Background: an optimization exercise with open tools, aiming at small area. Do not read the settings as production practice. Function not checked in this run: the RTL went through the layout flow alone. No activity file was given, so power comes from the tool's default toggle rates.

--- design/flow/design.v ---
`timescale 1ns/100ps
module pe_top (
	input logic clk,
	input logic rst,
	input logic i_pe_en,
	input logic [10:0] i_cfg,
	input logic [31:0] i_filter,
	input logic i_filter_valid,
	input logic [31:0] i_ifmap,
	input logic i_ifmap_valid,
	input logic [31:0] i_ipsum,
	input logic i_ipsum_valid,
	input logic i_opsum_ready,
	output logic o_filter_ready,
	output logic o_ifmap_ready,
	output logic o_ipsum_ready,
	output logic [31:0] o_opsum,
	output logic o_opsum_valid,
	output logic o_busy
);
	localparam logic [2:0] ST_IDLE = 3'd0;
	localparam logic [2:0] ST_LDW = 3'd1;    
	localparam logic [2:0] ST_LD = 3'd2;     
	localparam logic [2:0] ST_SLW = 3'd3;    
	localparam logic [2:0] ST_SL = 3'd4;     
	localparam logic [2:0] ST_CW = 3'd5;     
	localparam logic [2:0] ST_RUN = 3'd6;    
	localparam logic [2:0] ST_FIN = 3'd7;    
	logic [1:0] j, gb;
	logic [2:0] ga, pl;
	logic j_end, gb_end, plane_end, rev_end, plane_start;
	assign j_end = (j == 2'd3);
	assign gb_end = j_end && (gb == 2'd2);
	assign plane_end = gb_end && (ga == 3'd4);
	assign rev_end = plane_end && (pl == 3'd7);
	assign plane_start = (j == 2'd0) && (gb == 2'd0) && (ga == 3'd0);
	always_ff @(posedge clk or posedge rst) begin
		if (rst) begin
			j <= '0;
			gb <= '0;
			ga <= '0;
			pl <= '0;
		end else begin
			j <= j + 2'd1;
			if (j_end)
				gb <= (gb == 2'd2) ? 2'd0 : gb + 2'd1;
			if (gb_end)
				ga <= (ga == 3'd4) ? 3'd0 : ga + 3'd1;
			if (plane_end)
				pl <= pl + 3'd1;
		end
	end
	logic [1:0] kg, tg;
	assign kg = (ga == 3'd4) ? gb : ga[1:0];
	assign tg = (ga == 3'd4) ? 2'd3 : gb;
	logic [2:0] state;
	logic pend;
	logic [1:0] rs_m1, p_m1, q_m1;
	logic [4:0] colrem;
	logic [1:0] kk, tt;
	logic [2:0] cnt;
	logic ld_on, sl_on, run;
	logic fil_take, ifm_take, go;
	logic last_word, col_last;
	assign ld_on = (state == ST_LD) || ((state == ST_LDW) && plane_start && i_filter_valid);
	assign sl_on = (state == ST_SL) || ((state == ST_SLW) && (j == 2'd0) && (gb == 2'd0) && i_ifmap_valid);
	assign run = (state == ST_RUN) && !(pend && !go);
	assign go = pend && i_ipsum_valid && i_opsum_ready;
	assign o_opsum_valid = pend && i_ipsum_valid;
	assign o_ipsum_ready = pend && i_opsum_ready;
	assign fil_take = ((state == ST_LD) && plane_end && (cnt == 3'd7)) || (state == ST_FIN);
	assign ifm_take = ((state == ST_SL) && gb_end) || (state == ST_FIN);
	assign o_filter_ready = fil_take;
	assign o_ifmap_ready = ifm_take;
	assign o_busy = (state != ST_IDLE);
	assign last_word = (tt == rs_m1) ? ((kk + 2'd1 == p_m1) && (rs_m1 == 2'd0)) :
		((kk == p_m1) && (tt + 2'd1 == rs_m1));
	assign col_last = (colrem == 5'd0);
	always_ff @(posedge clk or posedge rst) begin
		if (rst) begin
			state <= ST_IDLE;
			pend <= 1'b0;
		end else begin
			if (go)
				pend <= 1'b0;
			case (state)
				ST_IDLE: begin
					pend <= 1'b0;
					if (i_pe_en) begin
						if (i_cfg[10:9] == 2'd0 && i_cfg[8:7] == 2'd0)
							state <= ST_CW;
						else
							state <= ST_LDW;
					end
				end
				ST_LDW: if (ld_on) state <= ST_LD;
				ST_LD: begin
					if (plane_end && cnt == 3'd7) begin
						if (last_word)
							state <= (rs_m1 == 2'd0) ? ST_CW : ST_SLW;
						else
							state <= ST_LDW;
					end
				end
				ST_SLW: if (sl_on) state <= ST_SL;
				ST_SL: begin
					if (gb_end) begin
						if (cnt != 3'd0 && cnt != 3'(rs_m1))
							state <= ST_SLW;
						else
							state <= ST_CW;
					end
				end
				ST_CW: begin
					if (rev_end && i_ifmap_valid && i_filter_valid)
						state <= ST_RUN;
				end
				ST_RUN: begin
					if (pend && !go)
						state <= ST_CW;
					else if (rev_end) begin
						pend <= 1'b1;
						if (kk != p_m1)
							state <= ST_RUN;
						else if (col_last)
							state <= ST_FIN;
						else
							state <= ST_SLW;
					end
				end
				ST_FIN: if (go) state <= ST_IDLE;
				default: state <= ST_IDLE;
			endcase
		end
	end
	always_ff @(posedge clk) begin
		case (state)
			ST_IDLE: begin
				rs_m1 <= i_cfg[10:9];
				p_m1 <= i_cfg[8:7];
				colrem <= i_cfg[6:2];
				q_m1 <= i_cfg[1:0];
				kk <= '0;
				tt <= '0;
				cnt <= '0;
			end
			ST_LD: begin
				if (plane_end) begin
					cnt <= cnt + 3'd1;
					if (cnt == 3'd7) begin
						if (tt == rs_m1) begin
							tt <= '0;
							kk <= kk + 2'd1;
						end else begin
							tt <= tt + 2'd1;
						end
						if (last_word) begin
							kk <= '0;
							cnt <= (rs_m1 == 2'd0) ? 3'd0 : 3'd1;
						end
					end
				end
			end
			ST_SL: begin
				if (gb_end)
					cnt <= (cnt == 3'(rs_m1)) ? 3'd0 : ((cnt == 3'd0) ? 3'd0 : cnt + 3'd1);
			end
			ST_RUN: begin
				if (rev_end && !(pend && !go)) begin
					if (kk != p_m1) begin
						kk <= kk + 2'd1;
					end else begin
						kk <= '0;
						colrem <= colrem - 5'd1;
					end
				end
			end
			default: ;
		endcase
	end
	logic [479:0] fr;
	logic [4:0] fsel;
	logic fport_bit;
	logic fin;
	assign fsel = {j, ~pl};
	assign fport_bit = i_filter[fsel];
	assign fin = (ld_on && kg == kk && tg == tt) ? fport_bit : fr[0];
	always_ff @(posedge clk)
		fr <= {fin, fr[479:1]};
	logic [7:0] xr [12];
	logic [7:0] xlane;
	logic [7:0] xin;
	assign xlane = i_ifmap[j*8 +: 8];
	assign xin = !sl_on ? xr[0] : ((gb == rs_m1 - 2'd1) ? xlane : xr[4]);
	always_ff @(posedge clk) begin
		for (int i = 0; i < 11; i++)
			xr[i] <= xr[i+1];
		xr[11] <= xin;
	end
	logic normal, special, xport, wport, wbit, sel, neg, first, dbl;
	logic [7:0] xbyte;
	logic signed [8:0] xs, term;
	logic signed [19:0] acc, acc_a, addend;
	assign normal = (kg == kk) && (tg <= rs_m1);
	assign special = (ga == 3'd0) && (gb == 2'd0) && (kk == 2'd3) && (rs_m1 == 2'd3);
	assign xport = (tg == rs_m1) || special;
	assign wport = (kk == p_m1) && xport;
	assign wbit = wport ? fport_bit : fr[0];
	assign xbyte = xport ? xlane : xr[0];
	assign sel = run && (normal || special) && (j <= q_m1) && wbit;
	assign neg = (pl == 3'd0);
	assign xs = $signed({~xbyte[7], ~xbyte[7], xbyte[6:0]});
	assign term = neg ? -xs : xs;
	assign addend = sel ? {{11{term[8]}}, term} : 20'sd0;
	assign first = run && plane_start && (pl == 3'd0);
	assign dbl = run && plane_start;
	assign acc_a = first ? 20'sd0 : (dbl ? (acc <<< 1) : acc);
	always_ff @(posedge clk)
		acc <= acc_a + addend;
	assign o_opsum = i_ipsum + {{12{acc[19]}}, acc};
endmodule
--- design/flow/run.sh ---
#!/bin/bash
# synth_recipe.tcl (not shown) runs the flow's synth.tcl, then flattens the netlist and writes it again
# the make line also repeats each setting of config.mk as NAME=value (left out here)
make -C /OpenROAD-flow-scripts/flow DESIGN_CONFIG=/design/flow/config.mk WORK_HOME=/design/flow/orfs CLKGATE_MAP_FILE= SYNTH_SCRIPT=/design/flow/synth_recipe.tcl finish
--- design/flow/config.mk ---
export PLATFORM = sky130hd
export DESIGN_NAME = pe_top
export DESIGN_NICKNAME = pe_top
export VERILOG_FILES = /design/flow/design.v
export SDC_FILE = /design/flow/constraint.sdc
export NUM_CORES = 4
export LEC_CHECK = 0
export CAP_MARGIN = 20
export CORE_MARGIN = 2
export CORE_UTILIZATION = 30
export PLACE_DENSITY = 0.4
export SLEW_MARGIN = 20
--- design/flow/constraint.sdc ---
create_clock -name core_clock -period 10.0 [get_ports {clk}]
set_input_delay 2.0000 -clock core_clock [delete_from_list [all_inputs] [get_ports {clk}]]
set_output_delay 2.0000 -clock core_clock [all_outputs]
set_load 0.01 [all_outputs]
==> reports/metrics.cfg <==
[outcome]
status = complete, no violations

[synth]
postSynthCellCount = 1383
yosysTopAreaCellShare_pct = 66.5
synthArstFlopShare_pct = 2.23
yosys.area.top_type = dfxtp_1
synth_area_um2 = 17900
synth_cell_types = 70
ys_ff_latch = 628
synth_warnings = 2
synth_common_cells = dfxtp_1, nand2_1, ha_1
yosys-top-cells-area = dfxtp_1, ha_1, edfxtp_1, nand2_1, xnor2_1
synth_edf_count = 18
synth_fp_nets = 1568
yosysMostFrequentCell = dfxtp_1
avgSynthCellArea_um2 = 13.0
synth-seq-area-share_pct = 71.4
synth_ff_type = dfxtp_1

[setup_path]
critPathBufInv = 3
cp_top_family = compound AO/OA/AOI/OAI gates
slowest_delay_ns = 0.55
critPathMaxFanout = 4
crit_arrival_ns = 5.51
crit_top_cell = clkdlybuf4s50_1
crit_type = in2out
end_kind = output pin
worstPathRequired_ns = 8.00
critPathSlowestCell = clkdlybuf4s50_1
worstPathCellList = clkdlybuf4s50_1, ha_1, inv_1, fa_1, nor2b_1, o31ai_1, a211oi_1, o21ai_1, a311o_1, o21ba_2, o211ai_1, xor2_1, clkdlybuf4s50_1
crit_path_start_kind = input pin

[clock_network]
cts_hold_buf = 0
cts_tree = done
post-cts-setup-buffer-count = 0
clk_latency_ns = 0.63
cts-buffers-inserted = 61
cts-htree-levels = 2
clkTransAtPathRegs_ns = 0.06
cts.repair.resized = 0
cts_sinks = 628
clk_path_buf_depth = 3
clock-root-buffer = clkbuf_16

[grt]
grt_pass1_wl_um = 53000
grt-ovfl-total = 0
grt_max_degree = 40
grt_usage_pct = 10.5
antenna_found_initial = 0
grt_pass1_vias = 9921

[place]
place.gp.congestion = 0.790
dp_slack_ns = 2.43
dp_hpwl_um = 21200
portBuffers = 150
dpl_cell_area_um2 = 20300

[layout]
n_fill_cell = 5623
layout.nets = 1750
diodes = 0
layout-drive-gt1-share_pct = 8.60
area.growth.synth_to_final_pct = 24.7
final_area_um2 = 22400

[timing]
slew_viol_final = 0
period_share_pct = 75.1
timing.fmax_mhz = 133
slew_headroom_pct = 32.2
setup_ws_ns = 2.49
finalCriticalPeriod_ns = 7.51
setup_tns_ns = 0
clock_skew_ns = 0.0443
rsz0062_at_grt = no
setup_viol = 0
tightest_slew_ns = 1.02
hold_viol = 0

[floorplanning]
die_w_um = 249
start_util_pct = 30.4
io_pins = 151
die_area_um2 = 61800
design.core.area_um2 = 59100
die_y_um = 249
rows = 89

[run]
cap_violations = 0

[drt]
drtPass1Iterations = 21
via_per_inst = 4.13
detail-route-antenna-nets = 0
wirelength_um = 31900
drc = 0
vias = 9855
first_iter_violations = 442
routedWlPerCell_um = 13.4

[power_and_ir_drop]
powerDensity_nw_per_um2 = 251
peakVddDrop_mv = 0.109
p_leak_nw = 8.93

[worst_hold_path]
hold_class = reg2reg

## metal layers
metal  global-route usage (%)  part of all wire [%]  vias up
li1                         -                     -     5095
met4                     3.39                   2.1        0
met5                        0                     0        -
met1                     14.7                    51     4536
met3                     2.67                   4.7       55
met2                     15.8                    42      169
## worst paths after layout
kind,from,end,slack (ns),cells past startpoint
setup / recovery,i_ipsum[0],o_opsum[30],2.49,13
hold / removal,fr[372]$_DFF_P_,fr[371]$_DFF_P_,0.30,0
setup reg to reg,ga[0]$_DFFE_PP0P_,acc[19]$_DFF_P_,4.47,17
hold reg to reg,fr[372]$_DFF_P_,fr[371]$_DFF_P_,0.30,0
max in group asynchronous,rst,pl[0]$_DFFE_PP0P_,7.80,2
min in group asynchronous,rst,state[0]$_DFFE_PP0P_,1.77,2
## flip-flops by register name (all words and copies together), names as in the netlist, 3 cells and up
name    count
fr        480
xr         96
acc        20
colrem      5
cnt         3
ga          3
pl          3
state       3
## cell type report
type	instances	area (µm²)	area share (%)
sequential	628	12800	57.3
multi-input combinational	688	4860	21.7
clock buffer	86	1750	7.82
timing repair buffer	152	1520	6.77
tap	773	967	4.32
clock inverter	28	342	1.53
inverter	34	128	0.570
## cell usage in the layout, fill, tap and decap left out, drive strengths merged, types with 6 or more instances in the layout
cell           netlist  routed
a21o                16      16
nor2b               15      15
a211oi              12      12
dfrtp               14      14
mux2                 8       8
ha                  69      69
xnor2               42      42
o31ai                8       8
clkdlybuf4s50        0     150
and3                 7       7
xor2                21      21
o21ai               70      70
a31oi                6       6
nand4                8       8
nand2b              16      16
mux2i               32      32
edfxtp              18      18
clkinv               0      17
clkbuf              28      86
or2                  6       6
o211ai               7       7
mux4                 9       9
nor3                23      23
nand2              100     100
a21boi               8       8
inv                 34      39
dfxtp              596     596
a21oi               53      53
nand3               16      16
o21a                 9       9
nor2                65      65
or3                  6       6
## per-stage QoR
stage | hold WS [ns] | power, mW | util (%) | instances
6_report | 0.295 | 5.62 | 37.9 | 2389
5_1_grt | 0.299 | 5.91 | 37.9 | 2389
4_1_cts | 0.288 | 5.73 | 37.9 | 2389
3_5_place_dp | 0.312 | 3.39 | 34.3 | 2275
3_3_place_gp | 0.310 | 3.39 | 34.3 | 2275
2_1_floorplan | 0.310 | 3.17 | - | 1383
## report_power, final
group	switching (mW)	internal [mW]	total, mW
registers	0.0964	2.68	2.77
logic	0.282	0.269	0.552
clock network	0.956	1.34	2.29
total	1.33	4.28	5.62
## logic make-up after synthesis
| logic type | count (synthesis) | share of synthesized area, % |
|---|---|---|
| xor+xnor | 63 | 3.07 |
| flops | 628 | 71.4 |
| buf+inv | 67 | 1.50 |
| compound gates | 222 | 8.08 |
| fa+ha+maj | 71 | 5.03 |
| simple gates | 283 | 7.47 |
| mux | 49 | 3.42 |

what the ideal ports hide:
Ports are ideal in the flow. The routed layout listed here was re-timed in OpenROAD.
Step 1 (the two cells are an assumption about what drives the block):
set clk [get_ports {clk}]
set_driving_cell -lib_cell sky130_fd_sc_hd__clkbuf_16 $clk
set_driving_cell -lib_cell sky130_fd_sc_hd__buf_2 [delete_from_list [all_inputs] $clk]
Step 2, shift: input delay + t, output delay - t, t = (earliest + latest rising clock arrival at the registers) / 2. This alone moves slack from input paths to output paths.
a / b / c = ideal / step 1 / step 2; a / b = the first two.
t (ns): 0.665
setup WS [ns]: 2.490 / 2.469 / 2.469
hold WS [ns]: 0.295 / 0.295 / 0.295
After both steps this run still meets setup and hold. The setup slack of this run moves by -0.021 ns with the drivers and by -0.021 ns with both steps.
